Background: an optimization exercise with open tools, aiming at small area and a short achievable clock period. Do not read the settings as production practice. The RTL was checked by simulation tests, not by an equivalence proof against the original design. Power is estimated from default activity; no workload was simulated.

## mem_io_bus
module mem_io_bus (
  input  logic         CLK,
  input  logic         RST_N,
  input  logic [31:0]  req_addr,
  input  logic [31:0]  req_wdata,
  input  logic [2:0]   req_len,
  input  logic         req_read,
  input  logic         req_write,
  output logic         stall,
  output logic [31:0]  rdata,
  output logic         err,
  output logic [127:0] io_out,
  input  logic [31:0]  io_in
);
export LEC_CHECK = 0
export CAP_MARGIN = 10
export CORE_MARGIN = 2
export CORE_UTILIZATION = 40
export SETUP_SLACK_MARGIN = 3.4
export SLEW_MARGIN = 10
export SYNTH_HIERARCHICAL = 1
create_clock -name core_clock -period 7.0 [get_ports {CLK}]
standard.sh (not shown) runs the stock make flow with config.mk's settings and CLKGATE_MAP_FILE= SYNTH_SCRIPT=/design/flow/synth_recipe.tcl, a recipe that flattens the netlist after the stock synthesis.
==> flow/flow/run.sh <==
#!/bin/bash
# The standard layout (standard.sh, which also runs the standard synthesis),
# with two ORFS variables set:
#  - port buffers use buf_1 instead of the slow delay cell buffer_ports picks;
#  - clock tree without dummy loads, in clusters of up to 25 sinks within 100 um;
# make's full output goes to flow_make.log here; each step's log stays under orfs/logs.
set -euo pipefail
export BUFFER_PORTS_ARGS="-buffer_cell sky130_fd_sc_hd__buf_1"
export CTS_ARGS="-sink_clustering_enable -repair_clock_nets -dont_use_dummy_load -sink_clustering_size 25 -sink_clustering_max_diameter 100"
bash standard.sh > flow_make.log 2>&1
Next try:
--- a/flow/config.mk
+++ b/flow/config.mk
@@ -6,8 +6,8 @@
 export NUM_CORES = 4
 export LEC_CHECK = 0
-export CAP_MARGIN = 10
+export CAP_MARGIN = 20
 export CORE_MARGIN = 2
 export CORE_UTILIZATION = 40
-export SETUP_SLACK_MARGIN = 3.4
-export SLEW_MARGIN = 10
+export SETUP_SLACK_MARGIN = 3.6
+export SLEW_MARGIN = 20
 export SYNTH_HIERARCHICAL = 1
Final cell count is about the same.
Die area stays the same.
Clock-buffer cell count does not change.
Via count rises by about 0.66%.
Maximum frequency rises by 3.0%.
Wire length rises by 0.59%.
Global-route usage rises by 0.15 points.

---

## v6
The RTL this note starts from:
==> flow/design.v <==
module mem_io_bus (
  input  logic         CLK,
  input  logic         RST_N,
  input  logic [31:0]  req_addr,
  input  logic [31:0]  req_wdata,
  input  logic [2:0]   req_len,
  input  logic         req_read,
  input  logic         req_write,
  output logic         stall,
  output logic [31:0]  rdata,
  output logic         err,
  output logic [127:0] io_out,
  input  logic [31:0]  io_in
);
  logic req;
  logic wait_q, done_q;
  assign req   = req_read | req_write;
  assign stall = RST_N & req & ~done_q;
  always_ff @(posedge CLK or negedge RST_N) begin
    if (!RST_N) begin
      wait_q <= 1'b0;
      done_q <= 1'b0;
    end else begin
      wait_q <= req & ~wait_q & ~done_q;
      done_q <= wait_q;
    end
  end
  logic [1:0] a_q;      
  logic [7:0] hi_q;     
  logic [7:0] lo_q;     
  logic       ram_q;    
  logic       ioh_q;    
  logic [2:0] len_q;
  logic       wr_q;
  always_ff @(posedge CLK) begin
    a_q   <= req_addr[1:0];
    for (int k = 0; k < 8; k++) begin
      hi_q[k] <= (req_addr[31:8] == 24'd0) & (req_addr[7:5] == 3'(k));
      lo_q[k] <= (req_addr[4:2] == 3'(k));
    end
    ram_q <= (req_addr[31:8] == 24'd0);
    ioh_q <= (req_addr[31:5] == 27'h0000800);
    len_q <= req_len;
    wr_q  <= req_write;
  end
  logic [1:0] lane;
  logic       io_ok, len_ok, misal, bad;
  logic       l_byte, l_half, l_word, l_sgn;
  logic [3:0] mask;
  assign lane   = a_q[1:0];
  assign l_byte = (len_q[1:0] == 2'b00);
  assign l_half = (len_q[1:0] == 2'b01);
  assign l_word = (len_q == 3'b010);
  assign l_sgn  = ~len_q[2];
  assign io_ok  = ioh_q & ~(lo_q[6] | lo_q[7]);
  assign len_ok = l_word | (l_sgn & ~len_q[1]) | (~wr_q & ~len_q[1]);
  assign misal  = (l_half & a_q[0]) | (l_word & (a_q[1] | a_q[0]));
  assign bad    = ~(ram_q | io_ok) | misal | ~len_ok;
  always_comb begin
    case (len_q[1:0])
      2'b00:   mask = 4'b0001 << lane;
      2'b01:   mask = lane[1] ? 4'b1100 : 4'b0011;
      default: mask = 4'b1111;
    endcase
  end
  logic [7:0]  mem   [256];
  logic [31:0] io_q  [4];
  logic [31:0] timer_q;
  logic [31:0] timer_inc;
  assign timer_inc = timer_q + 32'd1;
  logic [63:0] wsel;
  logic [31:0] rword;
  logic [31:0] ld;
  logic        sbit;
  logic        ok_q;
  logic [31:0] rd_q;
  logic        sx_lo_q, sx_hi_q;   
  logic [67:0] rsel;
  logic        tsel;
  logic [67:0] rsrc [32];
  logic [22:0] rterm [32];
  always_comb begin
    for (int w = 0; w < 64; w++) wsel[w] = hi_q[w/8] & lo_q[w%8];
    rsel[63:0] = wsel;
    for (int k = 0; k < 4; k++) rsel[64+k] = io_ok & lo_q[k];
    tsel = io_ok & lo_q[4];
    for (int i = 0; i < 32; i++) begin
      for (int w = 0; w < 64; w++) rsrc[i][w] = mem[4*w + i/8][i%8];
      for (int k = 0; k < 4; k++) rsrc[i][64+k] = io_q[k][i];
    end
  end
  for (genvar i = 0; i < 32; i++) begin : g_rd
    for (genvar j = 0; j < 22; j++) begin : g_t
      mib_aoi3 u_t (.a0(rsrc[i][3*j]),   .s0(rsel[3*j]),
                    .a1(rsrc[i][3*j+1]), .s1(rsel[3*j+1]),
                    .a2(rsrc[i][3*j+2]), .s2(rsel[3*j+2]),
                    .y(rterm[i][j]));
    end
    mib_aoi2 u_l (.a0(rsrc[i][66]), .s0(rsel[66]), .a1(rsrc[i][67]), .s1(rsel[67]),
                  .y(rterm[i][22]));
    assign rword[i] = ~&rterm[i] | (tsel & timer_inc[i]);
  end
  always_comb begin
    logic [7:0] b_lo, b_hi;
    case (lane)
      2'd0: b_lo = rword[7:0];
      2'd1: b_lo = rword[15:8];
      2'd2: b_lo = rword[23:16];
      default: b_lo = rword[31:24];
    endcase
    b_hi = lane[1] ? rword[31:24] : rword[15:8];
    sbit = l_sgn & (l_byte ? b_lo[7] : b_hi[7]);
    ld[7:0]   = b_lo;
    ld[15:8]  = l_byte ? 8'd0 : b_hi;
    ld[31:16] = l_word ? rword[31:16] : 16'd0;
  end
  always_ff @(posedge CLK) begin
    ok_q <= ~bad;
    rd_q <= ld;
    sx_lo_q <= l_byte & sbit;
    sx_hi_q <= ~l_word & sbit;
  end
  logic        in_sel;
  logic [3:0]  cb_d, cb;        
  logic        m0_d, m1_d, m0, m1;  
  logic        cw_d, cw;        
  logic [3:0]  sb_lo_d, sb_lo;  
  logic [3:0]  sb_hi_d, sb_hi;  
  logic [31:0] iv;
  assign in_sel = ioh_q & lo_q[5];
  always_comb begin
    for (int k = 0; k < 4; k++) cb_d[k] = in_sel & (lane == 2'(k));
    m0_d = in_sel & ~l_byte & ~lane[1];
    m1_d = in_sel & ~l_byte & lane[1];
    cw_d = in_sel & l_word;
    for (int k = 0; k < 4; k++) sb_lo_d[k] = in_sel & l_sgn & l_byte & (lane == 2'(k));
    sb_hi_d[0] = sb_lo_d[0];
    sb_hi_d[1] = sb_lo_d[1] | (in_sel & l_sgn & l_half & ~lane[1]);
    sb_hi_d[2] = sb_lo_d[2];
    sb_hi_d[3] = sb_lo_d[3] | (in_sel & l_sgn & l_half & lane[1]);
  end
  always_ff @(posedge CLK) begin
    cb    <= cb_d;
    m0    <= m0_d;
    m1    <= m1_d;
    cw    <= cw_d;
    sb_lo <= sb_lo_d;
    sb_hi <= sb_hi_d;
  end
  logic [31:0] it_a, it_b, it_c, it_d;
  for (genvar i = 0; i < 8; i++) begin : g_in_lo
    mib_aoi2 u_a (.a0(io_in[i]), .s0(cb[0]), .a1(io_in[8+i]), .s1(cb[1]), .y(it_a[i]));
    mib_aoi2 u_b (.a0(io_in[16+i]), .s0(cb[2]), .a1(io_in[24+i]), .s1(cb[3]), .y(it_b[i]));
    assign it_c[i] = ~rd_q[i];
    mib_nand3 u_y (.a(it_a[i]), .b(it_b[i]), .c(it_c[i]), .y(iv[i]));
  end
  for (genvar i = 8; i < 16; i++) begin : g_in_mid
    mib_aoi2 u_a (.a0(io_in[i]), .s0(m0), .a1(io_in[16+i]), .s1(m1), .y(it_a[i]));
    mib_aoi2 u_b (.a0(io_in[7]), .s0(sb_lo[0]), .a1(io_in[15]), .s1(sb_lo[1]), .y(it_b[i]));
    mib_aoi2 u_c (.a0(io_in[23]), .s0(sb_lo[2]), .a1(io_in[31]), .s1(sb_lo[3]), .y(it_c[i]));
    assign it_d[i] = ~(rd_q[i] | sx_lo_q);
    mib_nand4 u_y (.a(it_a[i]), .b(it_b[i]), .c(it_c[i]), .d(it_d[i]), .y(iv[i]));
  end
  for (genvar i = 16; i < 32; i++) begin : g_in_hi
    mib_aoi2 u_a (.a0(io_in[i]), .s0(cw), .a1(io_in[7]), .s1(sb_hi[0]), .y(it_a[i]));
    mib_aoi2 u_b (.a0(io_in[15]), .s0(sb_hi[1]), .a1(io_in[23]), .s1(sb_hi[2]), .y(it_b[i]));
    mib_aoi2 u_c (.a0(io_in[31]), .s0(sb_hi[3]), .a1(sx_hi_q), .s1(1'b1), .y(it_c[i]));
    assign it_d[i] = ~rd_q[i];
    mib_nand4 u_y (.a(it_a[i]), .b(it_b[i]), .c(it_c[i]), .d(it_d[i]), .y(iv[i]));
  end
  assign rdata = iv;
  assign err   = ~ok_q;
  logic        do_wr;
  logic [31:0] wsh;
  logic [3:0]  io_we [5];
  assign do_wr = done_q & wr_q & ok_q;
  assign wsh[7:0]   = req_wdata[7:0];
  assign wsh[15:8]  = l_byte ? req_wdata[7:0] : req_wdata[15:8];
  assign wsh[23:16] = l_word ? req_wdata[23:16] : req_wdata[7:0];
  assign wsh[31:24] = l_byte ? req_wdata[7:0] :
                      l_word ? req_wdata[31:24] : req_wdata[15:8];
  always_ff @(posedge CLK) begin
    for (int w = 0; w < 64; w++) begin
      for (int b = 0; b < 4; b++) begin
        if (do_wr & wsel[w] & mask[b]) mem[4*w+b] <= wsh[8*b +: 8];
      end
    end
  end
  always_comb begin
    for (int k = 0; k < 5; k++) io_we[k] = {4{do_wr & ioh_q & lo_q[k]}} & mask;
  end
  always_ff @(posedge CLK or negedge RST_N) begin
    if (!RST_N) begin
      for (int k = 0; k < 4; k++) io_q[k] <= '0;
      timer_q <= '0;
    end else begin
      for (int k = 0; k < 4; k++) begin
        for (int b = 0; b < 4; b++) begin
          if (io_we[k][b]) io_q[k][8*b +: 8] <= wsh[8*b +: 8];
        end
      end
      if (do_wr & ioh_q & lo_q[4]) begin
        for (int b = 0; b < 4; b++) begin
          if (mask[b]) timer_q[8*b +: 8] <= wsh[8*b +: 8];
        end
      end else begin
        timer_q <= timer_inc;
      end
    end
  end
  always_comb begin
    for (int k = 0; k < 4; k++) io_out[32*k +: 32] = io_q[k];
  end
endmodule
module mib_aoi3 (
  input  logic a0, s0, a1, s1, a2, s2,
  output logic y
);
  assign y = ~((a0 & s0) | (a1 & s1) | (a2 & s2));
endmodule
module mib_aoi2 (
  input  logic a0, s0, a1, s1,
  output logic y
);
  assign y = ~((a0 & s0) | (a1 & s1));
endmodule
module mib_nand3 (
  input  logic a, b, c,
  output logic y
);
  assign y = ~(a & b & c);
endmodule
module mib_nand4 (
  input  logic a, b, c, d,
  output logic y
);
  assign y = ~(a & b & c & d);
endmodule
Settings: LEC_CHECK=0, CAP_MARGIN=20, CORE_MARGIN=2, CORE_UTILIZATION=40, SETUP_SLACK_MARGIN=3.6, SLEW_MARGIN=20, SYNTH_HIERARCHICAL=1; clock period 7.0 ns.
Scripts as last shown in full above: flow/flow/run.sh
Setup changes, v6 to v7
- SLEW_MARGIN now 10, was 20
- CAP_MARGIN now 10, was 20
- SETUP_SLACK_MARGIN now 3.4, was 3.6
## What came out
Compared with v6, placement density in the core of v7 is lower. Reported for v7 and v6, cts-stage hold buffer count turned out identical to the last digit. Maximum single-stage delay on the critical path was lower in the run labelled v6. Taking v6 as the reference, in v7 tightest slew margin relative to the limit lost 9.9 points; total area of multi-input combinational cells decreased by about 1.1% relative to the old numbers. On internal power, v7 tracks v6 almost exactly. In the reports for v7 and v6, the smaller via count belongs to v7.

==> re-timing with driven ports <==
The flow's constraints put no driver on any port. The routed layouts listed below were extracted and timed again, unchanged, in two steps.
Step 1 (the two cells are an assumption about what drives the block):
set clk [get_ports {CLK}]
set_driving_cell -lib_cell sky130_fd_sc_hd__clkbuf_16 $clk
set_driving_cell -lib_cell sky130_fd_sc_hd__buf_2 [delete_from_list [all_inputs] $clk]
Step 2 moves the port delays by t, midway between the first and last clock arrival at a register: inputs arrive t later, outputs are due t later. That takes back most of the time a late clock gives input paths.
Three values: ideal ports, drivers, drivers and shift; two values: the first two.
| run | t (ns) | slack for setup (ns) | worst hold slack (ns) |
|---|---|---|---|
| the first run of note 1 | 0.825 | 3.368 / 3.350 / 2.939 | 0.386 / 0.386 / 0.386 |
| the second run of note 1 | 0.839 | 3.472 / 3.345 / 2.923 | 0.390 / 0.390 / 0.390 |
| v6 | 0.846 | 3.409 / 3.206 / 3.137 | 0.394 / 0.394 / 0.394 |
| v7 | 0.849 | 3.325 / 3.232 / 3.026 | 0.397 / 0.397 / 0.397 |
After both steps every run listed still meets setup and hold. For the second run of note 1, which loses most, drivers alone change the setup slack by -0.127 ns; drivers and shift together by -0.549 ns.
